Context: an optimization exercise on an open-source flow, tuned for small area, a short achievable clock period and few clock cycles per item. The choices shown serve that exercise and are no tape-out recipe.
In this exercise RTL edits were held to simulation tests only and were not proved equivalent to the original.

## fp_mult_unit
module fp_mult_unit
(
    input  logic                clk,
    input  logic                rst_n,
    input  logic                clk_en,
    input  logic                start,
    input  logic [FP_WIDTH-1:0] dataa,
    input  logic [FP_WIDTH-1:0] datab,
    output logic [FP_WIDTH-1:0] result,
    output logic                done,
    output logic                busy
);
For scale: roughly 2600 cells after synthesis, roughly 18000 um^2 of cells after synthesis.
==> flow/config.mk <==
export PLATFORM = sky130hd
export DESIGN_NAME = fp_mult_unit
export DESIGN_NICKNAME = fp_mult_unit
export VERILOG_FILES = /design/flow/design.v
export SDC_FILE = /design/flow/constraint.sdc
export NUM_CORES = 4
export LEC_CHECK = 0
export ABC_AREA = 1
export CAP_MARGIN = 20
export CORE_MARGIN = 2
export CORE_UTILIZATION = 60
export PLACE_DENSITY = 0.7
export SETUP_SLACK_MARGIN = 1.5
export SLEW_MARGIN = 20
==> flow/constraint.sdc <==
create_clock -name core_clock -period 12.0 [get_ports {clk}]
set_input_delay 2.4000 -clock core_clock [delete_from_list [all_inputs] [get_ports {clk}]]
set_output_delay 2.4000 -clock core_clock [all_outputs]
set_load 0.01 [all_outputs]
run.sh (not shown) runs the stock make flow with config.mk's settings and CLKGATE_MAP_FILE= SYNTH_SCRIPT=/design/flow/synth_recipe.tcl, a recipe that flattens the netlist after the stock synthesis.
The first run finished clean.
Testbench counts at the start, summed over its fixed seeds: cycles 8,000, items 8,000.
Rerun with:
SETUP_SLACK_MARGIN = unset   (was 1.5)
Effect:
- cell count drops by 0.60%
- clock-buffer cell count does not change
- utilization drops by 0.79 points
- critical path depth drops by 2
- maximum frequency drops by 6.3%
- wire length drops by 0.95%
- flip-flop and latch count is unchanged

========
Another version of the RTL of fp_mult_unit (not shown whole).
For scale: about 2100 cells after synthesis, roughly 100 I/O pins, about 0.018 mm² of cells after synthesis.
clock: 12.0 ns
lec_check: 0
abc_area: 1
cap_margin: 20
core_margin: 2
core_utilization: 50
place_density: 0.6
slew_margin: 20
standard.sh (not shown) runs the stock make flow with config.mk's settings and CLKGATE_MAP_FILE= SYNTH_SCRIPT=/design/flow/synth_recipe.tcl, a recipe that flattens the netlist after the stock synthesis.
==> flow/flow/run.sh <==
#!/bin/bash
# Own layout flow: the standard flow, with three changes.
#  1. The ports are buffered with buf_4 instead of the buffer buffer_ports
#     picks by default (the inputs fan out straight into the multiplier).
#  2. Between synthesis and floorplan, flow/fixinv.py re-polarises the full
#     adders of the standard synthesis (a full adder is self-dual) so that
#     fewer inverters sit between them; registers and logic function are
#     unchanged.
#  3. Timing repair aims at 5.5 ns of setup slack.
#  4. After synthesis, the slow low-power inverters and delay buffers are kept
#     out of the resizer's choices.
set -euo pipefail
cd "$(dirname "$0")/.."
export BUFFER_PORTS_ARGS="-buffer_cell sky130_fd_sc_hd__buf_4"
R=orfs/results/sky130hd/fp_mult_unit/base
bash standard.sh synth > synth.log 2>&1
cp $R/1_2_yosys.v 1_2_yosys.standard.v
python3 flow/fixinv.py 1_2_yosys.standard.v 1_2_yosys.fixinv.v > fixinv.log 2>&1
cp 1_2_yosys.fixinv.v $R/1_2_yosys.v
rm -f $R/1_synth.odb $R/1_synth.sdc
export SETUP_SLACK_MARGIN=5.5
export DONT_USE_CELLS="sky130_fd_sc_hd__clkinvlp_2 sky130_fd_sc_hd__clkinvlp_4 sky130_fd_sc_hd__clkdlybuf4s15_1 sky130_fd_sc_hd__clkdlybuf4s15_2 sky130_fd_sc_hd__clkdlybuf4s18_1 sky130_fd_sc_hd__clkdlybuf4s18_2 sky130_fd_sc_hd__clkdlybuf4s25_1 sky130_fd_sc_hd__clkdlybuf4s25_2 sky130_fd_sc_hd__clkdlybuf4s50_1 sky130_fd_sc_hd__clkdlybuf4s50_2"
bash standard.sh > layout.log 2>&1
Other scripts of this flow, unchanged in this note and not shown: flow/flow/fixinv.py
The baseline passed the timing, design-rule and antenna checks.
Testbench counts at the start, summed over its fixed seeds: cycles 8,000, items 8,000.
Then changed:
--- a/flow/config.mk
+++ b/flow/config.mk
@@ -10,4 +10,5 @@
 export CORE_MARGIN = 2
-export CORE_UTILIZATION = 50
-export PLACE_DENSITY = 0.6
+export CORE_UTILIZATION = 60
+export CTS_BUF_LIST = sky130_fd_sc_hd__clkbuf_4 sky130_fd_sc_hd__clkbuf_8
+export PLACE_DENSITY = 0.7
 export SLEW_MARGIN = 20
What happened: Clock skew is unchanged. Utilization went up by 10 points. Non-clock buffer count went down by 5. Sequential cell count stays the same.

========
Setup of build 33:
fp_mult_unit, a different RTL version from the one above (not shown whole).
For scale: about 2,400 cells after synthesis, about 100 I/O pins, roughly 0.018 mm² of cells after synthesis.
Settings: LEC_CHECK=0, ABC_AREA=1, CAP_MARGIN=20, CORE_MARGIN=2, CORE_UTILIZATION=60, PLACE_DENSITY=0.7, SETUP_SLACK_MARGIN=3, SLEW_MARGIN=20; clock period 12.0 ns.
==> flow/flow/run.sh <==
#!/bin/bash
# Own layout flow: the standard flow, with the ports buffered by a
# stronger buffer than buffer_ports picks by default (the input ports
# drive wide fanouts straight into the multiplier tree).
set -euo pipefail
cd "$(dirname "$0")/.."
export BUFFER_PORTS_ARGS="-buffer_cell sky130_fd_sc_hd__buf_4"
bash standard.sh synth > synth.log 2>&1
bash standard.sh > layout.log 2>&1
Every stage of the flow completed for build 33, and the final layout passed the timing, design-rule and antenna checks.
Testbench counts of build 33, summed over its fixed seeds: cycles 8,000, items 8,000.
Edits applied to the flow inputs when going from build 33 to build 58:
# build 33
export LEC_CHECK = 0
export ABC_AREA = 1
export CAP_MARGIN = 20
export CORE_MARGIN = 2
export CORE_UTILIZATION = 60
export PLACE_DENSITY = 0.7
export SETUP_SLACK_MARGIN = 3
export SLEW_MARGIN = 20
create_clock -name core_clock -period 12.0 [get_ports {clk}]
# build 58
export LEC_CHECK = 0
export ABC_AREA = 1
export CAP_MARGIN = 20
export CORE_MARGIN = 2
export CORE_UTILIZATION = 60
export PLACE_DENSITY = 0.7
export SLEW_MARGIN = 20
create_clock -name core_clock -period 12.0 [get_ports {clk}]
==> flow/run.sh (new file) <==
#!/bin/bash
# synth_recipe.tcl (not shown) runs the flow's synth.tcl, then flattens the netlist and writes it again
# the make line also repeats each setting of config.mk as NAME=value (left out here)
make -C /OpenROAD-flow-scripts/flow DESIGN_CONFIG=/design/flow/config.mk WORK_HOME=/design/flow/orfs CLKGATE_MAP_FILE= SYNTH_SCRIPT=/design/flow/synth_recipe.tcl finish
removed: flow/flow/run.sh
removed: flow/standard.sh
--- outcome ---
All of build 58 and build 33 finish clean.
Cell with the largest stage delay on the worst path: sky130_fd_sc_hd__o21ai_1 -> build 58, sky130_fd_sc_hd__fa_1 -> build 33
Count of clock-buffer cells in the layout was higher in the run labelled build 33.
Between build 58 and build 33, the final critical delay including setup and external delays is lower for build 33.
Looking at smallest setup slack after layout across build 58 and build 33, the one that comes out higher is build 33.
Maximum single-stage delay on the critical path: higher on build 58
Looking at final instance area, build 58 sits 1.6% lower than build 33 does.
As far as xor/xnor cell area share of the yosys netlist goes, build 58 and build 33 are indistinguishable; the numbers are identical.
Build 33 → build 58: met2 capacity usage during global routing -1.3 points, number of global-route vias before repair shows a reduction of 172, layout buffer count excluding clock buffers went down, number of stages on the worst setup path up 9.7%.
Here is what was changed in the inputs of build 29 compared with build 58.
# build 58
export LEC_CHECK = 0
export ABC_AREA = 1
export CAP_MARGIN = 20
export CORE_MARGIN = 2
export CORE_UTILIZATION = 60
export PLACE_DENSITY = 0.7
export SLEW_MARGIN = 20
create_clock -name core_clock -period 12.0 [get_ports {clk}]
# build 29
export LEC_CHECK = 0
export ABC_AREA = 1
export CAP_MARGIN = 20
export CORE_MARGIN = 2
export CORE_UTILIZATION = 60
export PLACE_DENSITY = 0.7
export SETUP_SLACK_MARGIN = 3
export SLEW_MARGIN = 20
create_clock -name core_clock -period 12.0 [get_ports {clk}]
Notes after the runs:
Signed area change from the synthesized netlist to the final layout for build 29: 7.1 points up relative to build 58. Routed metal-1 wire length for build 29: about 2.8% up relative to build 58. Compared with build 58, build 29 shows a higher worst-case setup margin in the final layout. Looking at multi-input logic portion of the cell area, build 29 sits 2.5 points below build 58. Build 29 vs build 58 on final-stage net count: build 29 is the higher one. Compared to build 58, the routing of build 29 uses more wire. The more densely filled core belongs to build 29, not build 58. NOTE: hold slack in build 29 falls short of that of build 58. Worst endpoint required time ended up 0.02 ns higher on build 29 than on build 58. datab[17] as the startpoint of the worst setup timing path was reported by build 29, and datab[21] by build 58.
What build 9 does differently from build 29 at the input level:
# build 29
export LEC_CHECK = 0
export ABC_AREA = 1
export CAP_MARGIN = 20
export CORE_MARGIN = 2
export CORE_UTILIZATION = 60
export PLACE_DENSITY = 0.7
export SETUP_SLACK_MARGIN = 3
export SLEW_MARGIN = 20
create_clock -name core_clock -period 12.0 [get_ports {clk}]
# build 9
export LEC_CHECK = 0
export ABC_AREA = 1
export CAP_MARGIN = 20
export CORE_MARGIN = 2
export CORE_UTILIZATION = 60
export PLACE_DENSITY = 0.7
export SETUP_SLACK_MARGIN = 4
export SLEW_MARGIN = 20
create_clock -name core_clock -period 12.0 [get_ports {clk}]
==> flow/flow/run.sh (new file) <==
#!/bin/bash
# Own layout flow: the standard flow, with the ports buffered by a
# stronger buffer than buffer_ports picks by default (the input ports
# drive wide fanouts straight into the multiplier tree).
set -euo pipefail
cd "$(dirname "$0")/.."
export BUFFER_PORTS_ARGS="-buffer_cell sky130_fd_sc_hd__buf_4"
bash standard.sh synth > synth.log 2>&1
bash standard.sh > layout.log 2>&1
==> flow/standard.sh (new file) <==
#!/bin/bash
# synth_recipe.tcl (not shown) runs the flow's synth.tcl, then flattens the netlist and writes it again
# the make line also repeats each setting of config.mk as NAME=value (left out here)
make -C /OpenROAD-flow-scripts/flow DESIGN_CONFIG=/design/flow/config.mk WORK_HOME=/design/flow/orfs CLKGATE_MAP_FILE= SYNTH_SCRIPT=/design/flow/synth_recipe.tcl "${@:-finish}"
removed: flow/run.sh
==> run notes <==
Re share of cell area taken by flip-flops and latches: build 9 is 0.27 points down on build 29.
Max met3 track utilization from global routing across build 9 and build 29: build 9
The end point of the critical path comes out result_q[9] in one run and result_q[22] in the other, namely in build 29 and build 9 respectively.
Worst hold slack was lower in the run labelled build 29.
Per the final summary, build 9 finished and its layout is clean on timing, DRC and antenna.

========
RTL: one of the versions met above, not the one the previous note started from.
Size in the first run: ~100 I/O pins, roughly 18000 µm² of cells after synthesis.
Settings: LEC_CHECK=0, ABC_AREA=1, CAP_MARGIN=20, CORE_MARGIN=2, CORE_UTILIZATION=60, PLACE_DENSITY=0.7, SLEW_MARGIN=20; clock period 12.0 ns.
==> flow/flow/run.sh <==
#!/bin/bash
# Own layout flow: the standard flow, with three changes.
#  1. The ports are buffered with buf_4 instead of the buffer buffer_ports
#     picks by default (the inputs fan out straight into the multiplier).
#  2. Between synthesis and floorplan, flow/fixinv.py re-polarises the full
#     adders of the standard synthesis (a full adder is self-dual) so that
#     fewer inverters sit between them; registers and logic function are
#     unchanged.
#  3. Timing repair aims at 5.65 ns of setup slack.
#  4. After synthesis, the slow low-power inverters and delay buffers are kept
#     out of the resizer's choices.
set -euo pipefail
cd "$(dirname "$0")/.."
export BUFFER_PORTS_ARGS="-buffer_cell sky130_fd_sc_hd__buf_4"
R=orfs/results/sky130hd/fp_mult_unit/base
bash standard.sh synth > synth.log 2>&1
cp $R/1_2_yosys.v 1_2_yosys.standard.v
python3 flow/fixinv.py 1_2_yosys.standard.v 1_2_yosys.fixinv.v > fixinv.log 2>&1
cp 1_2_yosys.fixinv.v $R/1_2_yosys.v
rm -f $R/1_synth.odb $R/1_synth.sdc
export SETUP_SLACK_MARGIN=5.65
export DONT_USE_CELLS="sky130_fd_sc_hd__clkinvlp_2 sky130_fd_sc_hd__clkinvlp_4 sky130_fd_sc_hd__clkdlybuf4s15_1 sky130_fd_sc_hd__clkdlybuf4s15_2 sky130_fd_sc_hd__clkdlybuf4s18_1 sky130_fd_sc_hd__clkdlybuf4s18_2 sky130_fd_sc_hd__clkdlybuf4s25_1 sky130_fd_sc_hd__clkdlybuf4s25_2 sky130_fd_sc_hd__clkdlybuf4s50_1 sky130_fd_sc_hd__clkdlybuf4s50_2"
bash standard.sh > layout.log 2>&1
Other scripts of this flow, unchanged in this note and not shown: flow/flow/fixinv.py
Testbench counts at the start, summed over its fixed seeds: cycles 8,000, items 8,000.
Edit:
--- a/flow/flow/run.sh
+++ b/flow/flow/run.sh
@@ -7,6 +7,5 @@
 #     fewer inverters sit between them; registers and logic function are
 #     unchanged.
-#  3. Timing repair aims at 5.65 ns of setup slack.
-#  4. After synthesis, the slow low-power inverters and delay buffers are kept
+#  3. After synthesis, the slow low-power inverters and delay buffers are kept
 #     out of the resizer's choices.
 set -euo pipefail
@@ -19,5 +18,4 @@
 cp 1_2_yosys.fixinv.v $R/1_2_yosys.v
 rm -f $R/1_synth.odb $R/1_synth.sdc
-export SETUP_SLACK_MARGIN=5.65
 export DONT_USE_CELLS="sky130_fd_sc_hd__clkinvlp_2 sky130_fd_sc_hd__clkinvlp_4 sky130_fd_sc_hd__clkdlybuf4s15_1 sky130_fd_sc_hd__clkdlybuf4s15_2 sky130_fd_sc_hd__clkdlybuf4s18_1 sky130_fd_sc_hd__clkdlybuf4s18_2 sky130_fd_sc_hd__clkdlybuf4s25_1 sky130_fd_sc_hd__clkdlybuf4s25_2 sky130_fd_sc_hd__clkdlybuf4s50_1 sky130_fd_sc_hd__clkdlybuf4s50_2"
 bash standard.sh > layout.log 2>&1
Settings changed: CAP_MARGIN 20 to 0, SETUP_SLACK_MARGIN set to 5, SLEW_MARGIN 20 to 0.
Result: Count of clock-buffer cells in the layout does not change; setup slack got worse by 0.48 ns; sequential share of layout area rises by 0.75 points; core utilization falls by 4.9 points; global-route usage falls by 1.7 points; hold slack barely changes; first-iteration DRC count falls by 40%; maximum frequency falls by 7.0%.

========
## lane 1
fp_mult_unit again, from the RTL that the note above started with.
// fp_mult_unit
module fp_mult_unit
(
    input  logic                clk,
    input  logic                rst_n,
    input  logic                clk_en,
    input  logic                start,
    input  logic [FP_WIDTH-1:0] dataa,
    input  logic [FP_WIDTH-1:0] datab,
    output logic [FP_WIDTH-1:0] result,
    output logic                done,
    output logic                busy
);
    function automatic [4:0] tz24(input [22:0] f);
        integer i;
        begin
            tz24 = 5'd23;
            for (i = 22; i >= 0; i = i - 1)
                if (f[i]) tz24 = i[4:0];
        end
    endfunction
    fp_pkg::fp_unpacked_t   ua_c, ub_c;
    logic [44:0]      q_c;             
    logic [21:0]            slo_c, clo_c;    
    logic                   g0_c, g1_c, p1_c, g2_c, p2_c;
    logic [5:0]             tz_c;
    logic                   nan_c, inf_c, zero_c;
    logic [44:0]      q_q;             
    logic                   g0_q, g1_q, p1_q, g2_q, p2_q;    
    logic                   sign_q;          
    logic                   nan_q, inf_q, zero_q;    
    logic signed [9:0]      e0_q;            
    logic                   tie0_q, tie1_q;  
    logic                   done_q;
    logic [47:22]           s_q, c_q;        
    logic                   c22_c;           
    logic                   cin0_c, cin1_c, q0_23_c, n_c;
    logic [23:0]            u0_c, u1_c;      
    logic [23:0]            q0u_c, q1u_c;    
    logic signed [9:0]      e1_c;
    logic                   ovf0_c, unf0_c, ovf1_c, unf1_c;
    logic [FP_WIDTH-1:0]    r0_c, r1_c;
    fp_classify u_cls_a (.op(dataa), .unp(ua_c));
    fp_classify u_cls_b (.op(datab), .unp(ub_c));
    fp_sig_tree_a u_tree_a (.fa(dataa[22:0]), .fb(datab[22:0]), .q(q_c), .s(slo_c), .c(clo_c));
    fp_sig_lowc   u_lowc   (.s(slo_c), .c(clo_c), .g0(g0_c), .g1(g1_c), .p1(p1_c), .g2(g2_c), .p2(p2_c));
    always_comb begin
        nan_c  = ua_c.cls == FP_NAN || ub_c.cls == FP_NAN ||
                 (ua_c.cls == FP_INF  && ub_c.cls == FP_ZERO) ||
                 (ua_c.cls == FP_ZERO && ub_c.cls == FP_INF);
        inf_c  = ua_c.cls == FP_INF || ub_c.cls == FP_INF;
  ...
clock: 12.0 ns
lec_check: 0
abc_area: 1
cap_margin: 20
core_margin: 2
core_utilization: 60
cts_buf_list: sky130_fd_sc_hd__clkbuf_4 sky130_fd_sc_hd__clkbuf_8
place_density: 0.7
slew_margin: 20
==> flow/flow/run.sh <==
#!/bin/bash
# Own layout flow: the standard flow, with three changes.
#  1. The ports are buffered with buf_2 (upsized by timing repair where needed) instead of the buffer buffer_ports
#     picks by default (the inputs fan out straight into the multiplier).
#  2. Between synthesis and floorplan, flow/fixinv.py re-polarises the full
#     adders of the standard synthesis (a full adder is self-dual) so that
#     fewer inverters sit between them; registers and logic function are
#     unchanged.
#  3. Timing repair aims at 5.3 ns of setup slack.
#  4. After synthesis, the slow low-power inverters and delay buffers are kept
#     out of the resizer's choices.
set -euo pipefail
cd "$(dirname "$0")/.."
export BUFFER_PORTS_ARGS="-buffer_cell sky130_fd_sc_hd__buf_2"
R=orfs/results/sky130hd/fp_mult_unit/base
bash standard.sh synth > synth.log 2>&1
cp $R/1_2_yosys.v 1_2_yosys.standard.v
python3 flow/fixinv.py 1_2_yosys.standard.v 1_2_yosys.fixinv.v > fixinv.log 2>&1
cp 1_2_yosys.fixinv.v $R/1_2_yosys.v
rm -f $R/1_synth.odb $R/1_synth.sdc
export SETUP_SLACK_MARGIN=5.3
export DONT_USE_CELLS="sky130_fd_sc_hd__clkinvlp_2 sky130_fd_sc_hd__clkinvlp_4 sky130_fd_sc_hd__clkdlybuf4s15_1 sky130_fd_sc_hd__clkdlybuf4s15_2 sky130_fd_sc_hd__clkdlybuf4s18_1 sky130_fd_sc_hd__clkdlybuf4s18_2 sky130_fd_sc_hd__clkdlybuf4s25_1 sky130_fd_sc_hd__clkdlybuf4s25_2 sky130_fd_sc_hd__clkdlybuf4s50_1 sky130_fd_sc_hd__clkdlybuf4s50_2"
bash standard.sh > layout.log 2>&1
Other scripts of this flow, unchanged in this note and not shown: flow/flow/fixinv.py
Testbench counts of lane 1, summed over its fixed seeds: cycles 8,000, items 8,000.
Input-level comparison between lane 2 and lane 1:
# lane 1
export LEC_CHECK = 0
export ABC_AREA = 1
export CAP_MARGIN = 20
export CORE_MARGIN = 2
export CORE_UTILIZATION = 60
export CTS_BUF_LIST = sky130_fd_sc_hd__clkbuf_4 sky130_fd_sc_hd__clkbuf_8
export PLACE_DENSITY = 0.7
export SLEW_MARGIN = 20
create_clock -name core_clock -period 12.0 [get_ports {clk}]
# lane 2
export LEC_CHECK = 0
export ABC_AREA = 1
export CAP_MARGIN = 20
export CORE_MARGIN = 2
export CORE_UTILIZATION = 60
export PLACE_DENSITY = 0.7
export SLEW_MARGIN = 20
create_clock -name core_clock -period 12.0 [get_ports {clk}]
==> flow/flow/run.sh <==
#!/bin/bash
# Own layout flow: the standard flow, with three changes.
#  1. The ports are buffered with buf_4 instead of the buffer buffer_ports
#     picks by default (the inputs fan out straight into the multiplier).
#  2. Between synthesis and floorplan, flow/fixinv.py re-polarises the full
#     adders of the standard synthesis (a full adder is self-dual) so that
#     fewer inverters sit between them; registers and logic function are
#     unchanged.
#  3. Timing repair aims at 5.8 ns of setup slack.
#  4. After synthesis, the slow low-power inverters and delay buffers are kept
#     out of the resizer's choices.
set -euo pipefail
cd "$(dirname "$0")/.."
export BUFFER_PORTS_ARGS="-buffer_cell sky130_fd_sc_hd__buf_4"
R=orfs/results/sky130hd/fp_mult_unit/base
bash standard.sh synth > synth.log 2>&1
cp $R/1_2_yosys.v 1_2_yosys.standard.v
python3 flow/fixinv.py 1_2_yosys.standard.v 1_2_yosys.fixinv.v > fixinv.log 2>&1
cp 1_2_yosys.fixinv.v $R/1_2_yosys.v
rm -f $R/1_synth.odb $R/1_synth.sdc
export SETUP_SLACK_MARGIN=5.8
export DONT_USE_CELLS="sky130_fd_sc_hd__clkinvlp_2 sky130_fd_sc_hd__clkinvlp_4 sky130_fd_sc_hd__clkdlybuf4s15_1 sky130_fd_sc_hd__clkdlybuf4s15_2 sky130_fd_sc_hd__clkdlybuf4s18_1 sky130_fd_sc_hd__clkdlybuf4s18_2 sky130_fd_sc_hd__clkdlybuf4s25_1 sky130_fd_sc_hd__clkdlybuf4s25_2 sky130_fd_sc_hd__clkdlybuf4s50_1 sky130_fd_sc_hd__clkdlybuf4s50_2"
bash standard.sh > layout.log 2>&1
==> run notes <==
Lane 2 vs lane 1 on total length of routed wires: lane 2 is the higher one. In lane 2, hold slack is higher than in lane 1. Register share of the cell area was lower in the run labelled lane 2. In lane 2 relative to lane 1, cell count had gone up by a few percent. Lower iteration-0 DRC count of the detailed router among lane 1 and lane 2: lane 1. Between lane 2 and lane 1, the largest buffer count on any clock path figures differ only marginally.

-- re-timing with driven ports --
The results above use ideal ports. As a check the final layouts listed here were re-extracted and re-timed, cells and wires unchanged.
Step 1: set_driving_cell puts a clkbuf_16 on clk and a buf_2 on each other input, an assumption about the parent block.
Step 2 moves the port delays by t, midway between the first and last clock arrival at a register: inputs arrive t later, outputs are due t later. That takes back most of the time a late clock gives input paths.
a / b / c = ideal / step 1 / step 2; a / b = the first two.
run	t (ns)	setup WS [ns]	worst register clock-pin slew, ns	worst slew at a driven data input, ns	cell pins on the clock port's net
the first run of note 1	0.304	1.829 / 1.837 / 1.532	0.05 / 0.05	0.05	1
the second run of note 1	0.305	1.143 / 1.144 / 0.839	0.05 / 0.05	0.05	1
the first run of note 2	0.408	5.569 / 5.590 / 5.182	0.07 / 0.07	0.07	1
the second run of note 2	0.426	5.573 / 5.587 / 5.160	0.10 / 0.10	0.06	1
build 33	0.301	3.223 / 3.209 / 2.908	0.05 / 0.05	0.09	1
build 58	0.307	1.356 / 1.367 / 1.060	0.05 / 0.05	0.08	1
build 29	0.306	3.191 / 3.201 / 2.895	0.05 / 0.05	0.05	1
build 9	0.304	3.674 / 3.551 / 3.247	0.05 / 0.05	0.21	1
the first run of note 4	0.410	5.651 / 5.612 / 5.202	0.07 / 0.07	0.09	1
the second run of note 4	0.403	5.171 / 5.196 / 4.793	0.08 / 0.08	0.04	1
lane 1	0.433	5.394 / 5.422 / 4.988	0.11 / 0.11	0.04	1
lane 2	0.407	5.738 / 5.671 / 5.263	0.08 / 0.08	0.19	1
After both steps setup and hold are still met in every run listed. The setup slack of lane 2, which loses most, moves by -0.067 ns with the drivers and by -0.475 ns with both steps.
